Background: an optimization exercise with open tools, aiming at small area, a short achievable clock period and few clock cycles per item. Do not read the settings as production practice. Where RTL was checked, it was by simulation tests only, not by an equivalence proof against the original. No functional check of the RTL was part of runs 1 and 2. No driver is modelled on the clock port, so clocking that relies on it looks cheaper here than on a real chip. Power figures rest on the tool's default switching activity, not on a simulated workload.

==> flow/config.mk <==
export PLATFORM = sky130hd
export DESIGN_NAME = fc_layer_mac
export DESIGN_NICKNAME = fc_layer_mac
export VERILOG_FILES = /design/flow/design.v
export SDC_FILE = /design/flow/constraint.sdc
export NUM_CORES = 4
export LEC_CHECK = 0
export CAP_MARGIN = 20
export CORE_MARGIN = 2
export CORE_UTILIZATION = 60
export SLEW_MARGIN = 20
==> flow/constraint.sdc <==
create_clock -name core_clock -period 9.0 [get_ports {clk}]
set_input_delay 1.8000 -clock core_clock [delete_from_list [all_inputs] [get_ports {clk}]]
set_output_delay 1.8000 -clock core_clock [all_outputs]
set_load 0.01 [all_outputs]
==> flow/design.v <==
module fc_layer_mac #(
    parameter int IN_DIM      = 256,
    parameter int OUT_DIM     = 32,
    parameter int IN_W        = 8,
    parameter int W_W         = 8,
    parameter int ACC_W       = 32,
    parameter int OUT_SHIFT   = 7,
    parameter int BIAS_LSHIFT = 7,
    parameter int RELU        = 1,
    parameter int OUT_W       = 8,
    parameter int WA_W        = $clog2(IN_DIM * OUT_DIM),
    parameter int BA_W        = (OUT_DIM > 1) ? $clog2(OUT_DIM) : 1
) (
    input  logic                    clk,
    input  logic                    rst_n,
    input  logic                    in_valid,
    output logic                    in_ready,
    input  logic signed [IN_W-1:0]  in_data,
    output logic [WA_W-1:0]         w_addr,
    input  logic signed [W_W-1:0]   w_q,
    output logic [BA_W-1:0]         b_addr,
    input  logic signed [W_W-1:0]   b_q,
    output logic                    out_valid,
    input  logic                    out_ready,
    output logic signed [OUT_W-1:0] out_data,
    output logic [BA_W-1:0]         out_idx,
    output logic                    out_last,
    output logic                    busy
);
    localparam int CNT_W = $clog2(IN_DIM);
    localparam int SW    = 23;    
    localparam logic [CNT_W-1:0] LAST_I = CNT_W'(IN_DIM - 1);
    localparam logic [BA_W-1:0]  LAST_O = BA_W'(OUT_DIM - 1);
    logic [BA_W-1:0]  oa;         
    logic [BA_W-1:0]  ob;         
    logic [BA_W-1:0]  q;          
    logic [CNT_W-1:0] ia;         
    logic [CNT_W-1:0] ia_o;       
    logic             in_rdy;
    logic             in_rdy_o;   
    logic             z;          
    logic [3:0]             bd_one;    
    logic [3:0]             bd_two;
    logic [3:0]             bd_neg;
    logic                   pact_m;    
    logic signed [W_W-1:0]  w_r;
    logic [15:0]            ps;        
    logic [15:0]            pc;        
    logic [SW-1:0]          ring [OUT_DIM];
    logic             vec_fin;    
    logic [BA_W-1:0]  ext_idx;    
    logic             tap_match;  
    logic [1:0]       owed;       
    logic             busy_q;
    logic             ov_q;
    logic             ov_o;       
    logic [OUT_W-1:0] od_q;       
    logic [OUT_W-1:0] od_o;       
    logic [BA_W-1:0]  oi_o;       
    logic             ol_o;
    logic             busy_o;     
    logic in_fire;
    logic out_fire;
    logic take;
    logic [BA_W-1:0]  tap_nxt;
    logic [OUT_W-1:0] res;
    assign in_fire  = in_valid & in_rdy;
    assign out_fire = out_ready & ov_q;
    logic [CNT_W-1:0] ia_nxt;
    logic             in_rdy_nxt;
    assign ia_nxt     = ia + CNT_W'(q == '0 && pact_m);
    assign in_rdy_nxt = (q == BA_W'(1)) & ~vec_fin;
    logic vec_fin_nxt;
    always_comb begin
        vec_fin_nxt = vec_fin;
        if (in_fire && ia == LAST_I) begin
            vec_fin_nxt = 1'b1;
        end else if (take && ext_idx == LAST_O) begin
            vec_fin_nxt = 1'b0;
        end
    end
    always_ff @(posedge clk) begin
        oa       <= q;
        ob       <= q + BA_W'(1);
        ia_o     <= ia_nxt;
        in_rdy_o <= in_rdy_nxt;
    end
    always_ff @(posedge clk or negedge rst_n) begin
        if (!rst_n) begin
            q       <= LAST_O;
            ia      <= '0;
            in_rdy  <= 1'b0;
            z       <= 1'b0;
            pact_m  <= 1'b0;
            vec_fin <= 1'b0;
        end else begin
            q      <= q + BA_W'(1);
            in_rdy <= in_rdy_nxt;
            z      <= (ia_nxt == '0) & ~vec_fin_nxt;
            ia     <= ia_nxt;
            if (q == BA_W'(2)) begin
                pact_m <= in_fire;
            end
            vec_fin <= vec_fin_nxt;
        end
    end
    always_ff @(posedge clk) begin
        if (q == BA_W'(2)) begin
            for (int k = 0; k < 4; k++) begin
                bd_one[k] <= in_fire & (in_data[2*k] ^ ((k == 0) ? 1'b0 : in_data[2*k-1]));
                bd_two[k] <= in_fire & ((in_data[2*k+1] & ~in_data[2*k] & ~((k == 0) ? 1'b0 : in_data[2*k-1]))
                           | (~in_data[2*k+1] & in_data[2*k] & ((k == 0) ? 1'b0 : in_data[2*k-1])));
                bd_neg[k] <= in_fire & in_data[2*k+1] & ~(in_data[2*k] & ((k == 0) ? 1'b0 : in_data[2*k-1]));
            end
        end
    end
    function automatic logic [9:0] brow(input logic one, input logic two,
                                        input logic neg, input logic act,
                                        input logic signed [7:0] w);
        logic [9:0] m;
        m = one ? {{2{w[7]}}, w} : two ? {w[7], w, 1'b0} : 10'd0;
        m = m ^ {10{neg}};
        brow = {~m[9] & act, m[8:0]};
    endfunction
    logic [9:0] r0, r1, r2, r3;
    assign r0 = brow(bd_one[0], bd_two[0], bd_neg[0], pact_m, w_r);
    assign r1 = brow(bd_one[1], bd_two[1], bd_neg[1], pact_m, w_r);
    assign r2 = brow(bd_one[2], bd_two[2], bd_neg[2], pact_m, w_r);
    assign r3 = brow(bd_one[3], bd_two[3], bd_neg[3], pact_m, w_r);
    logic [17:0] x0, x1, x2, x3, s1, c1, s2, c2, s3, c3;
    assign x0 = {8'd0, r0};
    assign x1 = {6'd0, r1, 1'b0, bd_neg[0]};
    assign x2 = {4'd0, r2, 1'b0, bd_neg[1], 2'd0};
    assign x3 = {2'd0, r3, 1'b0, bd_neg[2], 4'd0};
    assign s1 = x0 ^ x1 ^ x2;
    assign c1 = {(x0[16:0] & x1[16:0]) | (x0[16:0] & x2[16:0]) | (x1[16:0] & x2[16:0]), 1'b0};
    assign s2 = s1 ^ c1 ^ x3;
    assign c2 = {(s1[16:0] & c1[16:0]) | (s1[16:0] & x3[16:0]) | (c1[16:0] & x3[16:0]), 1'b0};
    assign s3 = {s2[17:7] ^ c2[17:7], s2[6] ^ c2[6] ^ bd_neg[3], s2[5:0]};
    assign c3 = {(s2[16:7] & c2[16:7]),
                 (s2[6] & c2[6]) | (s2[6] & bd_neg[3]) | (c2[6] & bd_neg[3]),
                 1'b0, c2[5:0]};
    always_ff @(posedge clk) begin
        w_r <= w_q;
        ps  <= s3[15:0];
        pc  <= c3[15:0];
    end
    logic [16:0] lo_sum;
    logic        lo_cy;
    assign lo_sum = {1'b0, ring[OUT_DIM-1][15:0]} + 17'(ps) + 17'(pc);
    always_ff @(posedge clk) begin
        ring[0] <= {ring[OUT_DIM-1][SW-1:16], lo_sum[15:0]};
        lo_cy   <= lo_sum[16];
        ring[1] <= {ring[0][SW-1:16] + 7'(lo_cy), ring[0][15:0]};
        for (int k = 2; k < OUT_DIM; k++) begin
            if (k != OUT_DIM - 3) begin
                ring[k] <= ring[k-1];
            end
        end
        if (z) begin
            ring[OUT_DIM-3] <= {8'd43, ~b_q[W_W-1], b_q[W_W-2:0], {BIAS_LSHIFT{1'b0}}};
        end else begin
            ring[OUT_DIM-3] <= ring[OUT_DIM-4];
        end
    end
    always_comb begin
        if (ring[1][SW-1]) begin
            res = {1'b0, {(OUT_W-1){1'b1}}};
        end else if (&ring[1][SW-2:OUT_SHIFT+OUT_W-1]) begin
            res = {1'b0, ring[1][OUT_SHIFT+OUT_W-2:OUT_SHIFT]};
        end else begin
            res = '0;
        end
    end
    assign take = vec_fin & tap_match & (~ov_q | out_ready);
    always_ff @(posedge clk) begin
        ov_o <= take | (ov_q & ~out_ready);
    end
    assign tap_nxt = q - 5'd5;
    always_ff @(posedge clk or negedge rst_n) begin
        if (!rst_n) begin
            ext_idx   <= '0;
            tap_match <= 1'b0;
            ov_q      <= 1'b0;
            owed      <= 2'd0;
            busy_q    <= 1'b0;
        end else begin
            if (take) begin
                ext_idx <= ext_idx + BA_W'(1);
            end
            tap_match <= take | (tap_nxt == ext_idx);
            if (take) begin
                ov_q <= 1'b1;
            end else if (out_ready) begin
                ov_q <= 1'b0;
            end
            owed   <= owed_nxt;
            busy_q <= busy_nxt;
        end
    end
    logic [1:0] owed_nxt;
    logic       busy_nxt;
    always_comb begin
        owed_nxt = owed;
        busy_nxt = busy_q;
        case ({in_fire & (ia == LAST_I), out_fire & (ext_idx == '0)})
            2'b10: begin owed_nxt = owed + 2'd1; busy_nxt = 1'b1; end
            2'b01: begin owed_nxt = owed - 2'd1; busy_nxt = (owed != 2'd1); end
            default: ;
        endcase
    end
    always_ff @(posedge clk) begin
        if (take) begin
            od_q <= ~res;
        end
    end
    always_ff @(posedge clk) begin
        od_o   <= take ? res : ~od_q;
        oi_o   <= take ? ext_idx : ext_idx - BA_W'(1);
        ol_o   <= take ? (ext_idx == LAST_O) : (ext_idx == '0);
        busy_o <= busy_nxt;
    end
    assign in_ready  = in_rdy_o;
    assign w_addr    = {oa, ia_o};
    assign b_addr    = ob;
    assign out_valid = ov_o;
    assign out_data  = od_o;
    assign out_idx   = oi_o;
    assign out_last  = ol_o;
    assign busy      = busy_o;
endmodule
==> flow/flow/run.sh <==
#!/bin/bash
# Own layout flow: the standard ORFS flow (standard.sh), unchanged
# synthesis, with extra ORFS make variables, one per line, from
# flow/knobs.txt (timing-repair target, clock-tree clustering, port buffer
# cell). ORFS keeps each tool's log under orfs/logs; make's own output goes
# to run_standard.log in this folder.
set -euo pipefail
mapfile -t KNOBS < <(grep -v '^#' flow/knobs.txt | grep -v '^[[:space:]]*$')
bash standard.sh "${KNOBS[@]}" finish > run_standard.log 2>&1
==> flow/flow/knobs.txt <==
SETUP_SLACK_MARGIN=6.20
CTS_CLUSTER_SIZE=30
CTS_CLUSTER_DIAMETER=80
BUFFER_PORTS_ARGS=-buffer_cell sky130_fd_sc_hd__buf_2
==> flow/standard.sh <==
#!/bin/bash
# synth_recipe.tcl (not shown) runs the flow's synth.tcl, then flattens the netlist and writes it again
# the make line also repeats each setting of config.mk as NAME=value (left out here)
make -C /OpenROAD-flow-scripts/flow DESIGN_CONFIG=/design/flow/config.mk WORK_HOME=/design/flow/orfs CLKGATE_MAP_FILE= SYNTH_SCRIPT=/design/flow/synth_recipe.tcl "${@:-finish}"
==> summary.txt, run 1 <==
Critical path
  – R2R Path End: ps[6]$_DFF_P_
  – Critical Path RT: 7.20 ns
  – Worst setup SP type: register
  – Reg2Reg Setup Slack: 6.25 ns
  – Crit Path Class: reg -> out
  – Largest delay contributor family on the critical path: flip-flops
  – R2R cell count: 7
  – Crit path arrival time: ~1.0 ns
  – RR Startpoint: bd_one[1]$_DFFE_PN_
  – Critical path's slowest cell: dfxtp_2
  – Worst Path Buf+Inv: 1
  – Worst-path maximum fanout: 1
  – Worst stage delay on the critical path: ~0.37 ns
  – Critical path, cell by cell: buf_6
  – CP endpoint kind: output port

Worst hold path
  – Worst hold start: ring[30][7]$_DFF_P_
  – Hold depth: 0
  – Class of the worst hold path: reg -> reg
  – Hold EP: ring[31][7]$_DFF_P_

Route
  – Vias/cell: 4.62
  – Top Metal Used: met4
  – Final ANT Viol Nets: 0
  – Drt pass-1 iters: 4
  – Drt wl/cell: 14.4 um
  – Drt total wl: 27.0 mm
  – DRC Markers: 0
  – M1 wire length: 13.7 mm
  – Met3 routed wirelength: 1.13 mm
  – Met2 WL post-DR: 11.7 mm
  – Initial drt markers: 378
  – Via total after detailed routing: 8691

Floorplan
  – Die height: 191 um
  – Die area: 36700 um2
  – Starting Density: 61.0%
  – Std cell rows: 68
  – Die W: 191 um
  – IO Pins: 63
  – Core Area: 34500 um2

Power
  – Worst-case vdd ir drop: 211 uV
  – Clock share of power: 24.3%
  – Switching Power: approximately 1.7 mW
  – Leak: 9.80 nW
  – Sw frac: 22.6%
  – Pwr Density: about 330 nW/um2
  – Logic pwr share: 8.6%
  – Internal power: 5.95 mW
  – Register share of total power: 67.1%

Yosys
  – Post-Syn Nets: approximately 1400
  – Ys flop type: dfxtp_1
  – Register area share after synthesis: a little over 80%
  – Post-synth EDFFs: 19
  – Asr flop ratio synth: between 3 and 4%
  – Yosys top cell area share: 76.6%
  – Netlist cell types: 53
  – Syn. warnings: 2
  – Mapped Area: roughly 21000 um2
  – Number of synthesized register bits: 853
  – Top post-synthesis cells by area: dfxtp_1 (77%), ha_1 (3.1%), edfxtp_1 (2.7%)
  – Synthesized area per cell: 15.8 um2
  – Synth cell count leaders: dfxtp_1 (807), ha_1 (53), xnor2_1 (52), inv_1 (48), nand2_1 (43)
  – Most numerous cell in the Yosys netlist: dfxtp_1
  – Cells after Synth: 1335
  – Area leader, netlist: dfxtp_1

STA
  – Worst slew pin tran: 0.798 ns
  – Final Hold Fails: 0
  – Clock skew: 0.0171 ns
  – Fmax: 355 MHz
  – Relative slew margins: 46.8%
  – RSZ-0062 raised after global routing: yes
  – Tcrit/Tclk final: a little under a third
  – Hold_ws: 0.321 ns
  – Endpoints failing setup: 0
  – Tmin final: approximately 2.8 ns
  – Max-slew violation count: 0
  – Setup TNS: 0 ns

Finish
  – Nets: 1523
  – # diodes: 0
  – Layout cell share with drive strength beyond 1: 11.9%
  – Area grow syn2layout: 10.0%

Clocking
  – Hold buffer count at CTS: 0
  – CTS Buf Count: 36
  – Reg clk slew, reported paths: 0.10 ns
  – Clk sinks: 853
  – Clock Path Buffers: 3
  – # H-tree levels: 2
  – Root Buffer: clkbuf_16
  – TritonCTS clock tree: built
  – Clock latency (worst-skew pair): roughly 0.56 ns

Placement
  – Hpwl dp: about 17 mm
  – I/O Buffers: between 60 and 70
  – Placer Congestion: just under 0.8

Job
  – Maxcap violations: 0

Global route
  – Initial antenna violation count: 0
  – First-pass GRT wire length: 44.2 mm
  – Vias in the first global route: about 8700
  – GRT Resource Usage Total: 15.3%
  – Pin count of the biggest net entering global routing: 32
  – Grt ovf: 0

Outcome
  – Outcome: timing/DRC/antenna clean
-- registers in the layout, indices dropped and copies added, names as in the netlist, 2 cells and up --
name,flops
ia,8
q,5
bd_neg,4
w_r,8
ps,16
od_q,7
pc,12
ring,736
od_o,7
ob,5
ext_idx,5
oi_o,5
bd_two,4
ia_o,8
owed,2
oa,5
bd_one,4
-- power groups by stage --
stage | Clock [mW] | Sequential (mW) | Combinational (mW)
CTS | 1.94 | 5.19 | 0.663
floorplan | 0 | 5.10 | 0.510
detailed placement | 0 | 5.25 | 0.661
global placement | 0 | 5.23 | 0.654
finish | 1.87 | 5.16 | 0.658
global route | 2.08 | 5.27 | 0.747
-- layer usage --
| metal | vias to the layer above | track usage [%] |
|---|---|---|
| li1 | 4404 | - |
| met1 | 4138 | 22.0 |
| met2 | 109 | 23.6 |
| met3 | 40 | 3.51 |
| met4 | 0 | 4.14 |
| met5 | - | 0 |
-- kinds of logic (layout without fill, tap and decap cells) --
logic type | Yosys count | count (layout) | share of synthesized area [%]
buffers and inverters | 75 | 165 | 1.37
and+or+nand+nor | 137 | 137 | 3.44
muxes | 18 | 18 | 0.902
adders and majority gates | 81 | 81 | 5.80
AOI/OAI and AO/OA | 95 | 95 | 2.78
other | 1 | 1 | 0.0178
DFF | 853 | 853 | 82.6
xor gates and xnor gates | 75 | 75 | 3.12
-- worst max path at each step --
stage	from	end	cells after the start
after floorplan	out_ready	od_q[0]$_DFFE_PP_	4
after global placement	out_ready	ext_idx[3]$_DFFE_PN0P_	6
after detailed placement	out_ready	ext_idx[3]$_DFFE_PN0P_	6
after CTS	oi_o[0]$_DFF_P_	out_idx[0]	1
after global routing	bd_one[1]$_DFFE_PN_	ps[6]$_DFF_P_	7
final	oi_o[0]$_DFF_P_	out_idx[0]	1
-- timing repair --
item                       CTS  global route
resized for setup           39            22
setup endpoints to repair   35            43
setup buffers                0             3
-- through the flow --
step / cell area, um2 / setup WS [ns] / total power, mW / utilization (%) / std cells
after CTS: 23100 / 6.13 / 7.79 / 66.8 / 1877
final: 23200 / 6.18 / 7.69 / 67.1 / 1880
after global routing: 23200 / 6.09 / 8.09 / 67.1 / 1880
after detailed placement: 21900 / 5.84 / 5.91 / 63.4 / 1828
after floorplan: 21100 / 6.22 / 5.61 / - / 1335
after global placement: 21900 / 5.90 / 5.88 / 63.4 / 1828
-- cell usage in the layout, fill, tap and decap left out, types with 18 or more instances in the layout --
master,instances
dfxtp_1,782
inv_1,48
a22oi_1,23
nand2_1,42
ha_1,52
clkbuf_16,38
nor2_1,19
o21ai_0,18
buf_2,36
xnor2_1,52
buf_6,25
fa_1,28
xor2_1,23
dfrtp_1,21
a21oi_1,31
dfxtp_2,25
edfxtp_1,19
-- layout make-up --
type	count	area (um2)
fill	2471	11400
tap	455	569
sequential	853	17400
clock buffer	41	972
inverter	52	195
clock inverter	8	105
timing repair buffer	64	484
multi-input combinational	407	3430
==> inputs of run 2 (changes only) <==
==> flow/flow/run.sh (replaced) <==
#!/bin/bash
# Own layout flow: the standard ORFS flow (standard.sh), unchanged
# synthesis, with extra ORFS make variables, one per line, from
# flow/knobs.txt (timing-repair target, clock-tree clustering and options,
# port buffer
# cell). ORFS keeps each tool's log under orfs/logs; make's own output goes
# to run_standard.log in this folder.
set -euo pipefail
mapfile -t KNOBS < <(grep -v '^#' flow/knobs.txt | grep -v '^[[:space:]]*$')
bash standard.sh "${KNOBS[@]}" finish > run_standard.log 2>&1
==> flow/flow/knobs.txt (replaced) <==
SETUP_SLACK_MARGIN=6.20
CTS_CLUSTER_SIZE=35
CTS_CLUSTER_DIAMETER=70
BUFFER_PORTS_ARGS=-buffer_cell sky130_fd_sc_hd__buf_2
CTS_ARGS=-sink_clustering_enable -repair_clock_nets -sink_clustering_size 35 -sink_clustering_max_diameter 70 -dont_use_dummy_load
==> summary.txt, run 2 <==
Yosys
  – Register area share after synthesis: 82.6%
  – Cells after Synth: 1335
  – Ys flop type: dfxtp_1
  – Post-Syn Nets: between 1000 and 1500
  – Post-synth EDFFs: 19
  – Syn. warnings: 2
  – Netlist cell types: 53
  – Synth cell count leaders: dfxtp_1 (807), ha_1 (53), xnor2_1 (52), inv_1 (48), nand2_1 (43)
  – Most numerous cell in the Yosys netlist: dfxtp_1
  – Top post-synthesis cells by area: dfxtp_1 (77%), ha_1 (3.1%), edfxtp_1 (2.7%)
  – Asr flop ratio synth: 3.17%
  – Yosys top cell area share: 76.6%
  – Area leader, netlist: dfxtp_1
  – Number of synthesized register bits: 853
  – Mapped Area: roughly 21000 um2
  – Synthesized area per cell: 15.8 um2

Clocking
  – # H-tree levels: 2
  – Root Buffer: clkbuf_16
  – Reg clk slew, reported paths: between 0.1 and 0.15 ns
  – Clock latency (worst-skew pair): about 0.54 ns
  – Clk sinks: 853
  – TritonCTS clock tree: built
  – Clock Path Buffers: 3
  – CTS Buf Count: 34

Placement
  – Dpl ws: 5.84 ns
  – Hpwl dp: 17.1 mm
  – Placed Area: 21900 um2
  – I/O Buffers: 61
  – Placer Congestion: about 0.80
  – Inst Count DP: approximately 1800

Critical path
  – Worst-path maximum fanout: 1
  – Crit Path Class: reg -> out
  – R2R cell count: 7
  – Crit path arrival time: 0.99 ns
  – Largest delay contributor family on the critical path: flip-flops
  – Worst Path Buf+Inv: 1
  – RR Startpoint: bd_one[1]$_DFFE_PN_
  – Reg2Reg Setup Slack: 6.29 ns
  – R2R Path End: ps[6]$_DFF_P_
  – Worst stage delay on the critical path: 0.33 ns
  – CP endpoint kind: output port
  – Critical path, cell by cell: buf_2
  – Critical Path RT: 7.20 ns
  – Critical path's slowest cell: dfxtp_1
  – Worst setup SP type: register

Finish
  – Nets: ~1500
  – Area grow syn2layout: 8.85%
  – Leading cell type in the layout, fill and taps excluded: dfxtp_1
  – Fillers: 2462
  – Final Util: 66.4%
  – Post-route cell area: 23000 um2
  – # diodes: 0
  – Most frequent cells in the layout: dfxtp_1 (785), xnor2_1 (52), ha_1 (52)
  – Max reg flops: 736
  – Fin cells: 1867
  – Layout cell share with drive strength beyond 1: between 10% and 20%
  – Area occupied by multi-input gates: 3430 um2
  – Largest Register: ring
  – Biggest regs: ring: 736 flops, ps: 16 flops, pc: 12 flops
  – Seq. cell area: 17400 um2

STA
  – Final Hold Fails: 0
  – Max-slew violation count: 0
  – RSZ-0062 raised after global routing: yes
  – Clock skew: 0.0462 ns
  – Tmin final: 2.79 ns
  – Tcrit/Tclk final: between 30% and 40%
  – Endpoints failing setup: 0
  – Relative slew margins: 47.6%
  – Fmax: 358 MHz
  – Worst slew pin tran: 0.785 ns
  – Hold_ws: between 0.2 and 0.3 ns
  – Setup ws final: 6.21 ns
  – Setup TNS: 0 ns

Floorplan
  – Die area: 36700 um2
  – Starting Density: 61.0%
  – IO Pins: 63
  – Die W: 191 um
  – Core Area: 34500 um2
  – Std cell rows: 68
  – Die height: 191 um

Worst hold path
  – Worst hold start: ring[3][10]$_DFF_P_
  – Class of the worst hold path: reg -> reg
  – Hold depth: 0
  – Hold EP: ring[4][10]$_DFF_P_

Route
  – Drt total wl: 26.8 mm
  – Vias/cell: 4.64
  – DRC Markers: 0
  – Drt wl/cell: about 14 um
  – Initial drt markers: 296
  – Drt pass-1 iters: 4
  – Final ANT Viol Nets: 0
  – Via total after detailed routing: 8669

Power
  – Worst-case vdd ir drop: 228 uV
  – Pwr Density: 327 nW/um2
  – Leak: 9.70 nW
  – Final Power: 7.49 mW

Job
  – Maxcap violations: 0

Global route
  – Initial antenna violation count: 0
  – Vias in the first global route: 8697
  – Grt ovf: 0
  – Pin count of the biggest net entering global routing: 36
  – First-pass GRT wire length: 44.0 mm
  – GRT Resource Usage Total: 15.2%

Outcome
  – Outcome: timing/DRC/antenna clean
## run 2: cell counts after synthesis
No cell type changed its count.
## run 2: cells by family after synthesis
| group | count (synthesis) | share of synthesized area, % |
|---|---|---|
| other cells | 1 | 0.0178 |
| fa+ha+maj | 81 | 5.80 |
| simple gates | 137 | 3.44 |
| compound gates | 95 | 2.78 |
| xor+xnor | 75 | 3.12 |
| flops | 853 | 82.6 |
| buf+inv | 75 | 1.37 |
| mux | 18 | 0.902 |
## run 2: how the worst max path moves through the flow
stage	startpoint	end	depth (start not counted)
after floorplan	out_ready	od_q[0]$_DFFE_PP_	4
after global placement	out_ready	ext_idx[3]$_DFFE_PN0P_	6
after detailed placement	out_ready	ext_idx[3]$_DFFE_PN0P_	6
after CTS	in_rdy_o$_DFF_P_	in_ready	1
after global routing	bd_one[1]$_DFFE_PN_	ps[6]$_DFF_P_	7
final	ia_o[4]$_DFF_P_	w_addr[4]	1
## run 2: layer usage
| layer | global-route usage [%] | part of all wire (%) | up-vias |
|---|---|---|---|
| met1 | 22.0 | 50 | 4130 |
| met3 | 3.23 | 4.2 | 44 |
| met5 | 0 | 0 | - |
| met4 | 3.99 | 2.2 | 0 |
| li1 | - | - | 4386 |
| met2 | 23.6 | 43 | 109 |
## run 2: layout make-up
| class | count | share of cell area [%] |
|---|---|---|
| well taps | 455 | 2.48 |
| repair buffers | 66 | 2.06 |
| clock buffers | 34 | 3.71 |
| inverters | 52 | 0.850 |
| multi-input cells | 407 | 14.9 |
| flip-flops and latches | 853 | 76.0 |
## run 2: power breakdown
part | leakage, nW | internal, mW | switching, mW
Clock | 0.419 | 0.685 | 0.994
Sequential | 7.21 | 4.86 | 0.291
Combinational | 2.07 | 0.287 | 0.374
## run 2: repair_timing
action / 4_1_cts / 5_1_grt
setup buffers: 1 / 4
setup endpoints to repair: 21 / 35
hold buffers: 0 / 0
endpoints found under the hold margin: 0 / 0
gates cloned: 0 / 0
gates resized for setup: 23 / 31
==> inputs of run 3 (changes only) <==
--- a/flow/design.v
+++ b/flow/design.v
@@ -44,8 +44,8 @@
     logic [3:0]             bd_neg;
     logic                   pact_m;    
     logic signed [W_W-1:0]  w_r;
-    logic [15:0]            ps;        
-    logic [15:0]            pc;        
+    logic [17:0]            ps;        
+    logic [17:0]            pc;        
     logic [SW-1:0]          ring [OUT_DIM];
     logic             vec_fin;    
     logic [BA_W-1:0]  ext_idx;    
@@ -142,17 +142,12 @@
                  1'b0, c2[5:0]};
     always_ff @(posedge clk) begin
         w_r <= w_q;
-        ps  <= s3[15:0];
-        pc  <= c3[15:0];
-    end
-    logic [16:0] lo_sum;
-    logic        lo_cy;
-    assign lo_sum = {1'b0, ring[OUT_DIM-1][15:0]} + 17'(ps) + 17'(pc);
-    always_ff @(posedge clk) begin
-        ring[0] <= {ring[OUT_DIM-1][SW-1:16], lo_sum[15:0]};
-        lo_cy   <= lo_sum[16];
-        ring[1] <= {ring[0][SW-1:16] + 7'(lo_cy), ring[0][15:0]};
-        for (int k = 2; k < OUT_DIM; k++) begin
+        ps  <= s3;
+        pc  <= c3;
+    end
+    always_ff @(posedge clk) begin
+        ring[0] <= ring[OUT_DIM-1] + SW'(ps) + SW'(pc);
+        for (int k = 1; k < OUT_DIM; k++) begin
             if (k != OUT_DIM - 3) begin
                 ring[k] <= ring[k-1];
             end
@@ -164,10 +159,10 @@
         end
     end
     always_comb begin
-        if (ring[1][SW-1]) begin
+        if (ring[0][SW-1]) begin
             res = {1'b0, {(OUT_W-1){1'b1}}};
-        end else if (&ring[1][SW-2:OUT_SHIFT+OUT_W-1]) begin
-            res = {1'b0, ring[1][OUT_SHIFT+OUT_W-2:OUT_SHIFT]};
+        end else if (&ring[0][SW-2:OUT_SHIFT+OUT_W-1]) begin
+            res = {1'b0, ring[0][OUT_SHIFT+OUT_W-2:OUT_SHIFT]};
         end else begin
             res = '0;
         end
@@ -176,7 +171,7 @@
     always_ff @(posedge clk) begin
         ov_o <= take | (ov_q & ~out_ready);
     end
-    assign tap_nxt = q - 5'd5;
+    assign tap_nxt = q - 5'd4;
     always_ff @(posedge clk or negedge rst_n) begin
         if (!rst_n) begin
             ext_idx   <= '0;
==> flow/flow/run.sh (replaced) <==
#!/bin/bash
# Own layout flow: the standard ORFS flow (standard.sh), unchanged
# synthesis, with extra ORFS make variables, one per line, from
# flow/knobs.txt (timing-repair target, clock-tree clustering, port buffer
# cell), and flow/post_cts.tcl run at the end of the CTS step to drop the
# clock tree's middle buffer level. ORFS keeps each tool's log under
# orfs/logs; make's own output goes to run_standard.log in this folder.
set -euo pipefail
mapfile -t KNOBS < <(grep -v '^#' flow/knobs.txt | grep -v '^[[:space:]]*$')
bash standard.sh "${KNOBS[@]}" "POST_CTS_TCL=$PWD/flow/post_cts.tcl" finish > run_standard.log 2>&1
==> flow/flow/knobs.txt (replaced) <==
SETUP_SLACK_MARGIN=6.20
CTS_CLUSTER_SIZE=30
CTS_CLUSTER_DIAMETER=80
BUFFER_PORTS_ARGS=-buffer_cell sky130_fd_sc_hd__buf_2
==> flow/flow/post_cts.tcl (new file) <==
# Sourced by ORFS's CTS step after clock tree synthesis and its timing repair
# (POST_CTS_TCL). Flattens the clock tree by one level: the leaf clock
# buffers are driven straight from the root buffer's net and the middle-level
# buffers that drove them are removed. Every register still gets its clock
# through the root buffer and its leaf buffer; only the common insertion delay
# shrinks.
set block [ord::get_db_block]
set root [$block findInst clkbuf_0_clk]
set root_net [[$root findITerm X] getNet]
set removed 0
foreach it [$root_net getITerms] {
  set inst [$it getInst]
  if {$inst == $root} { continue }
  set name [$inst getName]
  if {![string match "clkbuf_*__f_clk" $name]} { continue }
  set out_net [[$inst findITerm X] getNet]
  set loads {}
  foreach lt [$out_net getITerms] {
    if {[$lt getInst] != $inst} { lappend loads $lt }
  }
  foreach lt $loads {
    $lt disconnect
    $lt connect $root_net
  }
  [$inst findITerm X] disconnect
  [$inst findITerm A] disconnect
  odb::dbInst_destroy $inst
  odb::dbNet_destroy $out_net
  incr removed
}
puts "post_cts: removed $removed middle-level clock buffers; root net has [llength [$root_net getITerms]] pins"
estimate_parasitics -placement
report_clock_min_period
==> summary.txt, run 3 <==
Critical path
  – Crit Path Class: reg -> out
  – Crit path arrival time: 1.12 ns
  – Worst setup SP type: register
  – Critical Path RT: 7.20 ns
  – Largest delay contributor family on the critical path: flip-flops
  – Worst-path maximum fanout: 1
  – Worst Path Buf+Inv: 1
  – Critical path, cell by cell: buf_6
  – Critical path's slowest cell: dfxtp_2
  – Worst stage delay on the critical path: 0.37 ns
  – CP endpoint kind: output port

STA
  – Endpoints failing setup: 0
  – Setup TNS: 0 ns
  – Tcrit/Tclk final: 32.4%
  – Worst slew pin tran: approximately 0.66 ns
  – RSZ-0062 raised after global routing: yes
  – Fmax: 343 MHz
  – Tmin final: between 2 and 3 ns
  – Relative slew margins: 56.1%
  – Max-slew violation count: 0
  – Final Hold Fails: 0
  – Clock skew: 0.0182 ns

Yosys
  – Ys flop type: dfxtp_1
  – Number of synthesized register bits: around 850
  – Asr flop ratio synth: 3.17%
  – Cells after Synth: 1351
  – Synth cell count leaders: dfxtp_1 (806), nand2_1 (72), ha_1 (53), xnor2_1 (46), inv_1 (36)
  – Netlist cell types: approximately 60
  – Synthesized area per cell: 15.6 um2
  – Post-Syn Nets: 1460
  – Area leader, netlist: dfxtp_1
  – Yosys top cell area share: 76.4%
  – Post-synth EDFFs: 19
  – Register area share after synthesis: 82.4%
  – Mapped Area: ~21000 um2
  – Syn. warnings: 2
  – Top post-synthesis cells by area: dfxtp_1 (76%), ha_1 (3.1%), edfxtp_1 (2.7%)
  – Most numerous cell in the Yosys netlist: dfxtp_1

Global route
  – Pin count of the biggest net entering global routing: 32
  – Initial antenna violation count: 0
  – GRT Resource Usage Total: roughly 15%
  – Vias in the first global route: around 8300
  – Grt ovf: 0
  – First-pass GRT wire length: 42.2 mm

Floorplan
  – Core Area: 34600 um2
  – Die W: ~190 um
  – Std cell rows: 68
  – Starting Density: 61.0%
  – Die height: ~190 um
  – IO Pins: 63
  – Die area: between 30000 and 40000 um2

Outcome
  – Outcome: timing/DRC/antenna clean

Route
  – Vias/cell: 4.52
  – Via total after detailed routing: 8566
  – Final ANT Viol Nets: 0
  – Drt wl/cell: 13.8 um
  – Initial drt markers: 308
  – Drt pass-1 iters: 4
  – DRC Markers: 0
  – Drt total wl: 26.2 mm

Placement
  – Hpwl dp: 16.5 mm
  – Placer Congestion: 0.782
  – I/O Buffers: 61

Power
  – Internal power: 5.78 mW
  – Switching Power: around 1.7 mW
  – Clock share of power: 22.3%
  – Final Power: between 7 and 8 mW
  – Worst-case vdd ir drop: 292 uV
  – Sw frac: about 22%
  – Leak: 9.74 nW
  – Logic pwr share: 8.6%
  – Pwr Density: ~320 nW/um2
  – Register share of total power: 69.2%

Job
  – Maxcap violations: 0

Finish
  – # diodes: 0
  – Largest Register: ring
  – Max reg flops: 736
  – Area grow syn2layout: 9.18%
  – Layout cell share with drive strength beyond 1: 11.9%
  – Most frequent cells in the layout: dfxtp_1 (780), nand2_1 (71), ha_1 (53)
  – Leading cell type in the layout, fill and taps excluded: dfxtp_1
  – Nets: 1540
  – Final Util: 66.6%
  – Biggest regs: ring: 736 flops, ps: 16 flops, pc: 12 flops

Clocking
  – Clock latency (worst-skew pair): between 0.6 and 0.7 ns
  – Clk sinks: around 850
  – TritonCTS clock tree: built
  – Reg clk slew, reported paths: about 0.11 ns

Worst hold path
  – Class of the worst hold path: reg -> reg
-- run 3: cell type report --
cell class              count  area, um2
flip-flops and latches    852      17400
fillers                  2440      11600
clock inverters             6       65.1
repair buffers             72        551
inverters                  38        148
clock buffers              35        791
multi-input cells         436       3510
well taps                 455        569
-- run 3: final timing paths --
kind	start	to	slack, ns	cells past startpoint
setup / recovery	busy_o$_DFF_P_	busy	6.08	1
hold / removal	ring[2][2]$_DFF_P_	ring[3][2]$_DFF_P_	0.32	0
setup reg to reg	ps[2]$_DFF_P_	ring[0][21]$_DFF_P_	6.32	10
hold reg to reg	ring[2][2]$_DFF_P_	ring[3][2]$_DFF_P_	0.32	0
max in group asynchronous	rst_n	ext_idx[4]$_DFFE_PN0P_	7.43	1
min in group asynchronous	rst_n	ia[0]$_DFF_PN0_	1.15	1
-- run 3: logic make-up (layout without fill, tap and decap cells) --
group | Yosys count | after routing | synth area share [%]
xor gates and xnor gates | 76 | 76 | 3.15
DFF | 852 | 852 | 82.4
AOI/OAI and AO/OA | 98 | 98 | 2.83
buffers and inverters | 63 | 151 | 1.18
and+or+nand+nor | 163 | 163 | 3.80
adders and majority gates | 81 | 81 | 5.80
other | 1 | 1 | 0.0178
muxes | 17 | 17 | 0.853
-- run 3: routing by layer --
metal / track usage (%) / vias to the layer above / wire (um)
met1: 22.0 / 3985 / 14000
met4: 6.83 / 0 / 522
met3: 4.88 / 35 / 957
li1: - / 4450 / -
met2: 21.6 / 96 / 10700
met5: 0 / - / 0
-- run 3: power groups by stage --
stage / clock network [mW] / registers (mW) / logic [mW]
6_report: 1.66 / 5.15 / 0.636
2_1_floorplan: 0 / 5.11 / 0.497
3_3_place_gp: 0 / 5.22 / 0.631
5_1_grt: 1.84 / 5.26 / 0.722
3_5_place_dp: 0 / 5.24 / 0.632
-- run 3: through the flow --
stage / instance area, um2 / std cells / hold WS [ns] / setup WS [ns]
detailed placement: 21900 / 1843 / 0.312 / 5.83
global placement: 21900 / 1843 / 0.310 / 5.86
global route: 23000 / 1894 / 0.327 / 6.01
finish: 23000 / 1894 / 0.324 / 6.08
floorplan: 21100 / 1351 / 0.310 / 6.17
Testbench counts of run 3, summed over its fixed seeds: cycles 262,968, vectors 32.

-- re-timing with driven ports --
Ports are ideal in the flow. The routed layouts listed here were re-timed in OpenROAD.
Step 1 sets driving cells, clkbuf_16 on the clock port and buf_2 on the other inputs (assumed; they add their load-dependent delay and slew).
Step 2 also shifts input and output timing later by t, the mid clock arrival at the registers, as if the neighbouring blocks saw the same clock.
a / b / c = no drivers / after step 1 / after step 2; a / b = the first two.
| run | shift t [ns] | slack for setup (ns) | hold slack, ns | clock arrival spread, ns | worst register clock-pin slew, ns |
|---|---|---|---|---|---|
| run 1 | 0.597 | 6.184 / 6.134 / 5.851 | 0.321 / 0.321 / 0.321 | 0.020 / 0.020 | 0.10 / 0.10 |
| run 2 | 0.570 | 6.206 / 6.157 / 5.847 | 0.281 / 0.281 / 0.281 | 0.049 / 0.049 | 0.12 / 0.12 |
| run 3 | 0.694 | 6.084 / 6.029 / 5.826 | 0.324 / 0.324 / 0.324 | 0.020 / 0.020 | 0.11 / 0.11 |
After both steps every run listed still meets setup and hold. For run 2, which loses most, drivers alone change the setup slack by -0.049 ns; drivers and shift together by -0.359 ns.
